Source: an optimization exercise on an open RTL-to-GDS flow (aim: small area). Production flows keep margins and buffers that such runs may drop. Function was checked by simulation only, so behaviour that the tests miss may differ from the original. Power figures rest on the tool's default switching activity, not on a simulated workload. No driver is modelled on the clock port, so clocking that relies on it looks cheaper here than on a real chip.

## flow/design.v (module list and top-level ports; edited modules follow where they fit)
// module operand_mult_array: 2016 lines
// module product_adder_tree: 97 lines
// module result_buffer_ctrl: 52 lines
// module result_ram: 17 lines
// module mac_buff_top: 46 lines
module mac_buff_top (
    input  logic           CLK,
    input  logic           RST_N,
    input  logic           en_mac,
    input  logic [127:0]   operands,
    input  logic           en_block_read,
    output logic           rdy_mac,
    output logic           rdy_block_read,
    output logic           mem_val_valid,
    output logic [33:0]    mem_val_data
);
  // ...
==> flow/flow/run.sh <==
#!/bin/bash
# The standard layout (standard.sh) with these changes:
# - synthesis is synth_recipe.tcl with Yosys's generic abc pass skipped
#   inside synth (-noabc), so that extract_fa sees the adder tree as written;
#   the final liberty abc, flattening and renaming are unchanged
# - input and output ports get the smallest buffer (buf_1) instead of the
#   delay cell buffer_ports picks by default; every port is still buffered
# - a leaner clock tree: clkbuf_16 only, larger sink clusters and no dummy
#   balancing loads
set -euo pipefail
HERE=$(cd "$(dirname "$0")" && pwd)
CTS="-sink_clustering_enable -repair_clock_nets -dont_use_dummy_load"
CTS="$CTS -buf_list sky130_fd_sc_hd__clkbuf_16"
CTS="$CTS -sink_clustering_size 32 -sink_clustering_max_diameter 120"
bash standard.sh "SYNTH_SCRIPT=$HERE/synth_noabc.tcl" "CTS_ARGS=$CTS" \
    "BUFFER_PORTS_ARGS=-buffer_cell sky130_fd_sc_hd__buf_1" finish > standard_make.log 2>&1
==> flow/flow/synth_noabc.tcl <==
proc synth {args} { yosys synth -nofsm -noshare -noabc {*}$args }
source $::env(SCRIPTS_DIR)/synth.tcl
# left out here: clear keep_hierarchy, flatten, clean up, hide names made inside functions, write 1_2_yosys.v
==> flow/standard.sh <==
#!/bin/bash
# synth_recipe.tcl (not shown) runs the flow's synth.tcl, then flattens the netlist and writes it again
# the make line also repeats each setting of config.mk as NAME=value (left out here)
make -C /OpenROAD-flow-scripts/flow DESIGN_CONFIG=/design/flow/config.mk WORK_HOME=/design/flow/orfs CLKGATE_MAP_FILE= SYNTH_SCRIPT=/design/flow/synth_recipe.tcl "${@:-finish}"
==> flow/config.mk <==
export PLATFORM = sky130hd
export DESIGN_NAME = mac_buff_top
export DESIGN_NICKNAME = mac_buff_top
export VERILOG_FILES = /design/flow/design.v
export SDC_FILE = /design/flow/constraint.sdc
export NUM_CORES = 4
export LEC_CHECK = 0
export CAP_MARGIN = 20
export CORE_MARGIN = 2
export CORE_UTILIZATION = 60
export SLEW_MARGIN = 20
==> flow/constraint.sdc <==
create_clock -name core_clock -period 6.0 [get_ports {CLK}]
set_input_delay 1.2000 -clock core_clock [delete_from_list [all_inputs] [get_ports {CLK}]]
set_output_delay 1.2000 -clock core_clock [all_outputs]
set_load 0.01 [all_outputs]
==> implementation parameters, run 1 <==
Parameter                              Value

Logic synthesis
  Portion of netlist area occupied by mux cells ... 0.193%
  Count of state elements after synthesis ... 2,356
  Net count after synthesis ... 5,682
  Ys Warns ... 3
  Post-synth EDFFs ... 2,210

Run status
  Result of the run ... timing/DRC/antenna clean

Floorplanning
  Number of I/O pins ... 169

Critical path
  Register-to-register setup slack ... 210 ps
  Critical path capture point ... u_mult.sum_b[18]$_DFFE_PP_
  Maximum fanout along the worst path ... 13
  Endpoint type of the worst setup path ... flip-flop

Layout
  Flip-flop and latch count ... 2,356
  Number of antenna diodes ... 0
  Most frequent standard cell in the layout excluding fill and tap cells ... sky130_fd_sc_hd__edfxtp_1
  Multi-input gate area ... 23,400 µm²
  Multi-input logic portion of the cell area ... 23.3%
  Finished Layout Cells ... 7,100
  Layout fillers ... 10,610

Placed design
  Pre-CTS WS ... 316 ps
  Number of cells in the design after placement ... 7,015
  Cell area reported after detailed placement ... 98,500 µm²

Detailed routing
  Met3 wirelength from detailed routing ... 12,600 µm
  Top Metal Used ... met5

STA
  RSZ-0062 raised after global routing ... false
  Peak Freq ... 173 MHz

Clocking
  # H-tree levels ... 3
  TritonCTS clock tree ... built
  CTS sink count ... 2,356

Power
  Static Leak ... 32.8 nW
  Largest power group ... registers
  Max VDD drop ... 0.802 mV
  Logic power comb ... 27.6 mW

Global route
  GR Util All Layers ... 23.7%
==> run 2, diff against run 1 <==
--- a/flow/flow/run.sh
+++ b/flow/flow/run.sh
@@ -5,6 +5,9 @@
 #   the final liberty abc, flattening and renaming are unchanged
 # - input and output ports get the smallest buffer (buf_1) instead of the
 #   delay cell buffer_ports picks by default; every port is still buffered
+# - timing-driven global placement keeps its net weighting but not the
+#   resizer's virtual buffering (GPL_KEEP_OVERFLOW=0); later repair steps
+#   still fix every real violation
 # - a leaner clock tree: clkbuf_16 only, larger sink clusters and no dummy
 #   balancing loads
 set -euo pipefail
@@ -13,4 +16,4 @@
 CTS="$CTS -buf_list sky130_fd_sc_hd__clkbuf_16"
 CTS="$CTS -sink_clustering_size 32 -sink_clustering_max_diameter 120"
 bash standard.sh "SYNTH_SCRIPT=$HERE/synth_noabc.tcl" "CTS_ARGS=$CTS" \
-    "BUFFER_PORTS_ARGS=-buffer_cell sky130_fd_sc_hd__buf_1" finish > standard_make.log 2>&1
+    "BUFFER_PORTS_ARGS=-buffer_cell sky130_fd_sc_hd__buf_1" GPL_KEEP_OVERFLOW=0 finish > standard_make.log 2>&1
--- a/flow/config.mk
+++ b/flow/config.mk
@@ -8,4 +8,5 @@
 export CAP_MARGIN = 20
 export CORE_MARGIN = 2
 export CORE_UTILIZATION = 60
+export SETUP_SLACK_MARGIN = 0.1
 export SLEW_MARGIN = 20
==> run 2 against run 1 <==
Compared with the run above:
- sequential power about the same
- critical path depth increased by 3
- critical path type unchanged
- still clean
- largest power group unchanged
- first-iteration DRC count increased by 2.5%
==> implementation parameters, run 2 <==
Parameter                              Value

Clocking
  # H-tree levels ... 3 (unchanged)
  Root buf cell ... sky130_fd_sc_hd__clkbuf_16
  CTS sink count ... 2,356 (unchanged)
  Clk latency of the worst-skew pair ... 750 ps
  Total clock buffers created by CTS ... 84
  Clk slew on worst S/H paths ... 120 ps
  TritonCTS clock tree ... built
  Largest buffer count on any clock path ... 3

Layout
  Share of cells above drive strength 1 ... 5.93%
  Biggest register ... u_ram.mem
  Synthesis-to-layout area growth ... 6.20%
  Leading cell types in the layout, fill and taps excluded ... 2,210 x sky130_fd_sc_hd__edfxtp_1, 615 x sky130_fd_sc_hd__fa_1, 394 x sky130_fd_sc_hd__xnor2_1, 364 x sky130_fd_sc_hd__a22oi_1, 181 x sky130_fd_sc_hd__nand2_1
  Layout fillers ... 10,467 (-1.3%)
  Total Nets Final ... 5,707
  Largest registers ... u_ram.mem (2142), u_mult.op_q (128)
  Number of flip-flops in the largest register ... 2,142
  Most frequent standard cell in the layout excluding fill and tap cells ... sky130_fd_sc_hd__edfxtp_1
  Design area ... 100,000 µm²

Run status
  Result of the run ... timing/DRC/antenna clean

Power
  Max VDD drop ... 0.745 mV (-7.1%)
  Static Leak ... 32.1 nW (-1.9%)
  Power Total ... 66.0 mW
  Cell Pwr Density ... 658 nW/µm²

Detailed routing
  Drt total wl ... 189,000 µm
  Vias ... 40,868
  Iteration-0 DRC count of the detailed router ... 4,196
  Detailed-route DRC error count ... 0
  Remaining antenna violation count ... 0
  Post-detailed-route via-to-cell ratio ... 5.91
  Routed len/inst ... 27.4 µm
  Detailed-routing iteration count for the pre-antenna-repair pass ... 5

Logic synthesis
  Most frequently used cell type in the post-synthesis netlist ... sky130_fd_sc_hd__edfxtp_1
  Number of distinct library cells after synthesis ... 49
  Cell taking the most area after synthesis ... sky130_fd_sc_hd__edfxtp_1
  Share of the synthesized area in the top cell type ... 70.3%
  Count of state elements after synthesis ... 2,356 (unchanged)
  Ys Warns ... 3 (unchanged)
  Summed instance area of the synthesized netlist ... 94,400 µm²
  Largest cells by area after synthesis ... sky130_fd_sc_hd__edfxtp_1 70%, sky130_fd_sc_hd__fa_1 13%, sky130_fd_sc_hd__xnor2_1 3.7%
  Sequential area share after synthesis ... 73.5%
  Most used flip-flop cell after synthesis ... sky130_fd_sc_hd__edfxtp_1
  Net count after synthesis ... 5,682 (unchanged)
  Gate count after technology mapping ... 4,837
  Post-synth EDFFs ... 2,210 (unchanged)
  Most used standard cells in the synthesized netlist ... 2,210 x sky130_fd_sc_hd__edfxtp_1, 615 x sky130_fd_sc_hd__fa_1, 394 x sky130_fd_sc_hd__xnor2_1
  Mean cell area of the mapped netlist ... 19.5 µm²
  Proportion of register bits with asynchronous set or reset after synthesis ... 0.764%

Critical path
  Worst endpoint data arrival time ... 6180 ps
  Origin of the worst setup path ... u_mult.op_q[5]$_DFF_P_
  Family of cells with the greatest summed delay on the critical path ... adder cells
  Data required time at the worst endpoint ... 6360 ps
  Endpoint type of the worst setup path ... flip-flop
  R2R cell count ... 13
  Cell chain of the critical path ... nand2b_1, o21ai_2, buf_8, a22oi_1, xnor2_1, fa_1, fa_1, fa_1, fa_1, fa_1, fa_1, fa_1, fa_1
  Most common cell on crit path ... sky130_fd_sc_hd__fa_1
  Critical path capture point ... u_mult.sum_b[21]$_DFFE_PP_
  Path type of the worst setup path ... reg2reg
  Critical path buffers and inverters ... 1
  Startpoint class of the critical path ... flip-flop
  Register-to-register setup slack ... 180 ps (-30 ps)
  Slowest cell on the critical path ... sky130_fd_sc_hd__fa_1
  Critical path depth in cells ... 13
  Reg-to-reg endpoint ... u_mult.sum_b[21]$_DFFE_PP_
  Maximum fanout along the worst path ... 15 (+2)
  Max incr delay on CP ... 570 ps
  FF-to-FF Start ... u_mult.op_q[5]$_DFF_P_

STA
  Final Hold Violating Endpoints ... 0
  RSZ-0062 raised after global routing ... true
  Peak Freq ... 172 MHz (-0.57%)
  Final count of negative-setup-slack endpoints ... 0
  Shortest clock period the worst path allows after layout ... 5820 ps
  Clock Skews ... 137 ps
  Count of pins over their slew limit ... 0
  Worst Tran Pin Value ... 1290 ps
  Final cycle utilization of the critical path ... 97.0%
  Normalized max-slew margin ... 14.1%

Floorplanning
  Horizontal die dimension ... 401 µm
  Number of I/O pins ... 169 (unchanged)
  Die boundary height ... 401 µm
  Die area ... 161,000 µm²
  Core box area ... 156,000 µm²
  Count of standard-cell rows ... 145
  Starting density of the core ... 60.5%

Global route
  GR Util All Layers ... 23.8% (+0.16 points)
  Number of global-route vias before repair ... 41,414
  Grt ovf ... 0
  Largest net degree at the start of global routing ... 72
  Wire length of the first global-routing pass ... 279,000 µm
  Initial antenna violation count ... 3

Placed design
  Cell area reported after detailed placement ... 97,800 µm² (-0.74%)
  Port bufs ... 168
  Final HPWL from detailed placement ... 127,000 µm
  RePlAce Congestion ... 0.939

Job
  Max-capacitance violation count ... 0

Worst hold path
  Class of the tightest hold or removal check ... in2async
run 2: cell counts after synthesis:
No cell type changed its count.
run 2: cells by family (layout without fill, tap and decap cells):
logic type | after synthesis | in the layout | synth area share, %
flops | 2356 | 2356 | 73.5
fa+ha+maj | 713 | 713 | 14.3
compound gates | 552 | 552 | 4.32
xor+xnor | 435 | 435 | 4.03
buf+inv | 391 | 414 | 1.72
simple gates | 372 | 372 | 1.93
mux | 18 | 18 | 0.193
other cells | 0 | 2 | 0
run 2: stage by stage:
| step | std cells | setup WS [ps] | utilization [%] | setup TNS (ps) | hold slack [ps] |
|---|---|---|---|---|---|
| after floorplan | 4837 | -10970 | - | - | 331 |
| after global placement | 6758 | -16120 | 61.7 | - | 334 |
| after detailed placement | 6820 | -568 | 62.6 | -7720 | 336 |
| after CTS | 6907 | 85.6 | 64.1 | 0 | 354 |
| after global routing | 6918 | 59.0 | 64.2 | 0 | 313 |
| final | 6920 | 181 | 64.2 | 0 | 349 |
run 2: repair_timing:
item	in CTS	in global routing
endpoints found under the setup margin	28	17
resized for setup	46	40
endpoints found under the hold margin	0	0
hold buffers	0	0
pin swaps	1	2
buffers inserted	3	9
run 2: per-layer routing:
metal,vias up,track usage (%),wire [µm]
li1,17668,-,-
met1,21518,36.6,85800
met2,1413,35.5,84900
met3,269,4.57,13300
met4,0,6.70,5290
met5,-,0,0
run 2: final cells by class:
| class | instances | area [µm²] | area share (%) |
|---|---|---|---|
| sequential | 2356 | 69500 | 69.3 |
| tap | 2058 | 2570 | 2.57 |
| multi-input combinational | 2090 | 23700 | 23.6 |
| clock buffer | 84 | 2100 | 2.10 |
| timing repair buffer | 244 | 2100 | 2.10 |
| antenna | 2 | 5.00 | 0.00499 |
| inverter | 86 | 369 | 0.368 |
run 2: worst min-delay path by stage:
| stage | end | slack [ps] | cells after the start |
|---|---|---|---|
| floorplan | u_ctrl.mem_val_valid$_DFF_PN0_ | 330 | 0 |
| global placement | u_ctrl.mem_val_valid$_DFF_PN0_ | 330 | 0 |
| detailed placement | u_ctrl.mem_val_valid$_DFF_PN0_ | 340 | 0 |
| CTS | u_ram.mem[953]$_DFFE_PP_ | 350 | 0 |
| global route | u_ctrl.cnt[1]$_DFFE_PN0P_ | 310 | 1 |
| finish | u_ctrl.cnt[1]$_DFFE_PN0P_ | 350 | 1 |
run 2: power by group:
| part | total (mW) | internal (mW) | switching [mW] |
|---|---|---|---|
| Clock | 6.74 | 2.53 | 4.21 |
| Combinational | 27.2 | 11.5 | 15.8 |
| Sequential | 32.0 | 29.9 | 2.06 |
==> run 3, diff against run 2 <==
--- a/flow/config.mk
+++ b/flow/config.mk
@@ -8,5 +8,5 @@
 export CAP_MARGIN = 20
 export CORE_MARGIN = 2
 export CORE_UTILIZATION = 60
-export SETUP_SLACK_MARGIN = 0.1
+export SETUP_SLACK_MARGIN = 0.05
 export SLEW_MARGIN = 20
==> run 3 against run 2 <==
Compared with the run above:
- clock power is essentially flat
- largest cell class unchanged
- synthesized area is the same
- power is essentially flat
- still clean
- first-iteration DRC count shrank 0.43%
==> implementation parameters, run 3 <==
Parameter                              Value

Run status
  Result of the run ... timing/DRC/antenna clean

Clocking
  Largest buffer count on any clock path ... 3 (unchanged)
  Total clock buffers created by CTS ... 84 (unchanged)
  # H-tree levels ... 3 (unchanged)
  CTS sink count ... 2,356 (unchanged)
  Clk slew on worst S/H paths ... 110 ps (about the same)
  Root buf cell ... sky130_fd_sc_hd__clkbuf_16
  Clk latency of the worst-skew pair ... 750 ps (about the same)
  TritonCTS clock tree ... built

Global route
  Largest net degree at the start of global routing ... 72 (unchanged)
  Grt ovf ... 0 (unchanged)
  Initial antenna violation count ... 2 (-1)
  Wire length of the first global-routing pass ... 279,000 µm (unchanged)
  Number of global-route vias before repair ... 41,412 (-0.0048%)
  GR Util All Layers ... 23.8% (unchanged)

STA
  Final cycle utilization of the critical path ... 98.7% (+1.7 points)
  Shortest clock period the worst path allows after layout ... 5920 ps (+103 ps)
  Final count of negative-setup-slack endpoints ... 0 (unchanged)
  Final sum of negative setup slack ... 0 ps (unchanged)
  Count of pins over their slew limit ... 0 (unchanged)
  Final Hold Violating Endpoints ... 0 (unchanged)
  Worst Tran Pin Value ... 1300 ps (+16.9 ps)
  Peak Freq ... 169 MHz (-1.7%)
  Normalized max-slew margin ... 13.0% (-1.1 points)
  RSZ-0062 raised after global routing ... true
  Clock Skews ... 138 ps (+0.0340 ps)

Floorplanning
  Die boundary height ... 401 µm (unchanged)
  Core box area ... 156,000 µm² (unchanged)
  Die area ... 161,000 µm² (unchanged)
  Count of standard-cell rows ... 145 (unchanged)
  Starting density of the core ... 60.5% (unchanged)
  Number of I/O pins ... 169 (unchanged)
  Horizontal die dimension ... 401 µm (unchanged)

Critical path
  Reg-to-reg endpoint ... u_mult.sum_b[21]$_DFFE_PP_
  Origin of the worst setup path ... u_mult.op_q[36]$_DFF_P_
  FF-to-FF Start ... u_mult.op_q[36]$_DFF_P_
  Endpoint type of the worst setup path ... flip-flop
  Maximum fanout along the worst path ... 18 (+3)
  R2R cell count ... 11 (-2)
  Register-to-register setup slack ... 80 ps (-100 ps)
  Path type of the worst setup path ... reg2reg
  Startpoint class of the critical path ... flip-flop
  Critical path capture point ... u_mult.sum_b[21]$_DFFE_PP_
  Data required time at the worst endpoint ... 6360 ps (about the same)
  Worst endpoint data arrival time ... 6280 ps (+100 ps)

Logic synthesis
  Largest cells by area after synthesis ... sky130_fd_sc_hd__edfxtp_1 70%, sky130_fd_sc_hd__fa_1 13%, sky130_fd_sc_hd__xnor2_1 3.7%
  Post-synth EDFFs ... 2,210 (unchanged)
  Proportion of register bits with asynchronous set or reset after synthesis ... 0.764% (unchanged)
  Share of the synthesized area in the top cell type ... 70.3% (unchanged)
  Most frequently used cell type in the post-synthesis netlist ... sky130_fd_sc_hd__edfxtp_1
  Summed instance area of the synthesized netlist ... 94,400 µm² (unchanged)
  Count of state elements after synthesis ... 2,356 (unchanged)
  Net count after synthesis ... 5,682 (unchanged)
  Cell taking the most area after synthesis ... sky130_fd_sc_hd__edfxtp_1
  Ys Warns ... 3 (unchanged)
  Mean cell area of the mapped netlist ... 19.5 µm² (unchanged)
  Sequential area share after synthesis ... 73.5% (unchanged)
  Number of distinct library cells after synthesis ... 49 (unchanged)
  Gate count after technology mapping ... 4,837 (unchanged)
  Most used flip-flop cell after synthesis ... sky130_fd_sc_hd__edfxtp_1
  Most used standard cells in the synthesized netlist ... 2,210 x sky130_fd_sc_hd__edfxtp_1, 615 x sky130_fd_sc_hd__fa_1, 394 x sky130_fd_sc_hd__xnor2_1

Detailed routing
  Drt total wl ... 189,000 µm (about the same)
  Vias ... 40,900 (+0.078%)
  Iteration-0 DRC count of the detailed router ... 4,178 (-0.43%)
  Detailed-route DRC error count ... 0 (unchanged)
  Detailed-routing iteration count for the pre-antenna-repair pass ... 6 (+1)
  Remaining antenna violation count ... 0 (unchanged)
  Routed len/inst ... 27.4 µm (about the same)
  Post-detailed-route via-to-cell ratio ... 5.91 (about the same)

Placed design
  Port bufs ... 168 (unchanged)
  Cell area reported after detailed placement ... 97,800 µm² (unchanged)
  RePlAce Congestion ... 0.939 (unchanged)
  Final HPWL from detailed placement ... 127,000 µm (unchanged)

Power
  Static Leak ... 32.1 nW (about the same)
  Max VDD drop ... 0.759 mV (+2.0%)
  Cell Pwr Density ... 658 nW/µm² (about the same)

Layout
  Number of flip-flops in the largest register ... 2,142 (unchanged)
  Synthesis-to-layout area growth ... 6.16% (about the same)
  Most frequent standard cell in the layout excluding fill and tap cells ... sky130_fd_sc_hd__edfxtp_1
  Largest registers ... u_ram.mem (2142), u_mult.op_q (128)
  Leading cell types in the layout, fill and taps excluded ... 2,210 x sky130_fd_sc_hd__edfxtp_1, 615 x sky130_fd_sc_hd__fa_1, 394 x sky130_fd_sc_hd__xnor2_1, 364 x sky130_fd_sc_hd__a22oi_1, 181 x sky130_fd_sc_hd__nand2_1
  Design area ... 100,000 µm² (about the same)
  Share of cells above drive strength 1 ... 5.74% (-0.19 points)
  Biggest register ... u_ram.mem
  Layout fillers ... 10,469 (+0.019%)
  Total Nets Final ... 5,708 (+0.018%)

Worst hold path
  Class of the tightest hold or removal check ... in2async

Job
  Max-capacitance violation count ... 0 (unchanged)
[run 3: power breakdown]
part           leakage [nW]  switching (mW)  internal, mW
Combinational          10.1            15.8          11.5
Sequential             21.0            2.06          29.9
Clock                  1.04            4.21          2.53
[run 3: per-layer routing]
layer | vias up | global-route usage [%] | routed length (µm)
met5 | - | 0 | 0
met4 | 0 | 6.52 | 5070
met3 | 264 | 4.39 | 12800
met2 | 1397 | 35.6 | 85200
met1 | 21571 | 36.7 | 86300
li1 | 17668 | - | -
[run 3: cell type report]
type | count | area (µm²) | share of cell area (%)
multi-input combinational | 2090 | 23600 | 23.6
antenna | 1 | 2.50 | 0.00250
tap | 2058 | 2570 | 2.57
clock buffer | 84 | 2100 | 2.10
sequential | 2356 | 69400 | 69.3
timing repair buffer | 245 | 2110 | 2.11
inverter | 86 | 362 | 0.361
[run 3: timing repair]
action | CTS | global route
endpoints found under the setup margin | 28 | 17
pin swaps | 0 | 3
hold buffers | 0 | 0
setup buffers | 1 | 12
resized for setup | 35 | 38
[run 3: per-stage QoR]
| stage | instances | hold slack [ps] | util [%] | power (mW) | setup slack [ps] |
|---|---|---|---|---|---|
| after floorplan | 4837 | 331 | - | 43.5 | -10970 |
| after global placement | 6758 | 334 | 61.7 | 49.7 | -16120 |
| after detailed placement | 6820 | 336 | 62.6 | 59.7 | -568 |
| after CTS | 6905 | 354 | 64.0 | 66.6 | 51.9 |
| after global routing | 6919 | 313 | 64.2 | 70.7 | 14.8 |
| final | 6920 | 349 | 64.2 | 66.0 | 78.2 |
[run 3: how the worst min path moves through the flow]
| stage | endpoint | from | slack [ps] |
|---|---|---|---|
| 5_1_grt | u_ctrl.cnt[1]$_DFFE_PN0P_ | RST_N | 310 |
| 4_1_cts | u_ram.mem[953]$_DFFE_PP_ | u_ram.mem[919]$_DFFE_PP_ | 350 |
| 3_3_place_gp | u_ctrl.mem_val_valid$_DFF_PN0_ | u_ctrl.rd_valid_q$_DFF_PN0_ | 330 |
| 3_5_place_dp | u_ctrl.mem_val_valid$_DFF_PN0_ | u_ctrl.rd_valid_q$_DFF_PN0_ | 340 |
| 2_1_floorplan | u_ctrl.mem_val_valid$_DFF_PN0_ | u_ctrl.rd_valid_q$_DFF_PN0_ | 330 |
| 6_report | u_ctrl.cnt[1]$_DFFE_PN0P_ | RST_N | 350 |
[run 3: logic make-up (layout without fill, tap and decap cells)]
logic type	count (synthesis)	in the layout	share of synthesized area (%)
other	0	1	0
multiplexers	18	18	0.193
AND/OR/NAND/NOR	372	372	1.93
flip-flops	2356	2356	73.5
buffers and inverters	391	415	1.72
adder cells (fa/ha/maj)	713	713	14.3
XOR/XNOR	435	435	4.03
AO/OA/AOI/OAI	552	552	4.32
[run 3: critical path: stages (launching register included)]
cell                       delay [ps]
sky130_fd_sc_hd__dfxtp_1          710
sky130_fd_sc_hd__ha_1             240
sky130_fd_sc_hd__nand2b_1         490
sky130_fd_sc_hd__inv_4            330
sky130_fd_sc_hd__xnor2_1          350
sky130_fd_sc_hd__fa_1             480
sky130_fd_sc_hd__fa_1             520
sky130_fd_sc_hd__fa_1             450
sky130_fd_sc_hd__fa_1             530
sky130_fd_sc_hd__fa_1             470
sky130_fd_sc_hd__fa_1             510
sky130_fd_sc_hd__fa_1             470

afterwards: timing with drivers on the ports:
The results above use ideal ports. As a check the final layouts listed here were re-extracted and re-timed, cells and wires unchanged. Step 1 (the two cells are an assumption about what drives the block):
set clk [get_ports {CLK}]
set_driving_cell -lib_cell sky130_fd_sc_hd__clkbuf_16 $clk
set_driving_cell -lib_cell sky130_fd_sc_hd__buf_2 [delete_from_list [all_inputs] $clk]
Step 2 also shifts input and output timing later by t, the mid clock arrival at the registers, as if the neighbouring blocks saw the same clock. Three values: ideal ports, drivers, drivers and shift; two values: the first two.
run	t, ns	setup slack, ns	hold WS [ns]	worst register clock-pin slew, ns	pins driven straight from the clock port
run 1	0.796	0.214 / 0.214 / 0.214	0.360 / 0.360 / 0.360	0.12 / 0.12	1
run 2	0.765	0.181 / 0.181 / 0.181	0.349 / 0.291 / 0.352	0.12 / 0.12	1
run 3	0.766	0.078 / 0.078 / 0.078	0.349 / 0.290 / 0.357	0.12 / 0.12	1
After both steps every run listed still meets setup and hold.
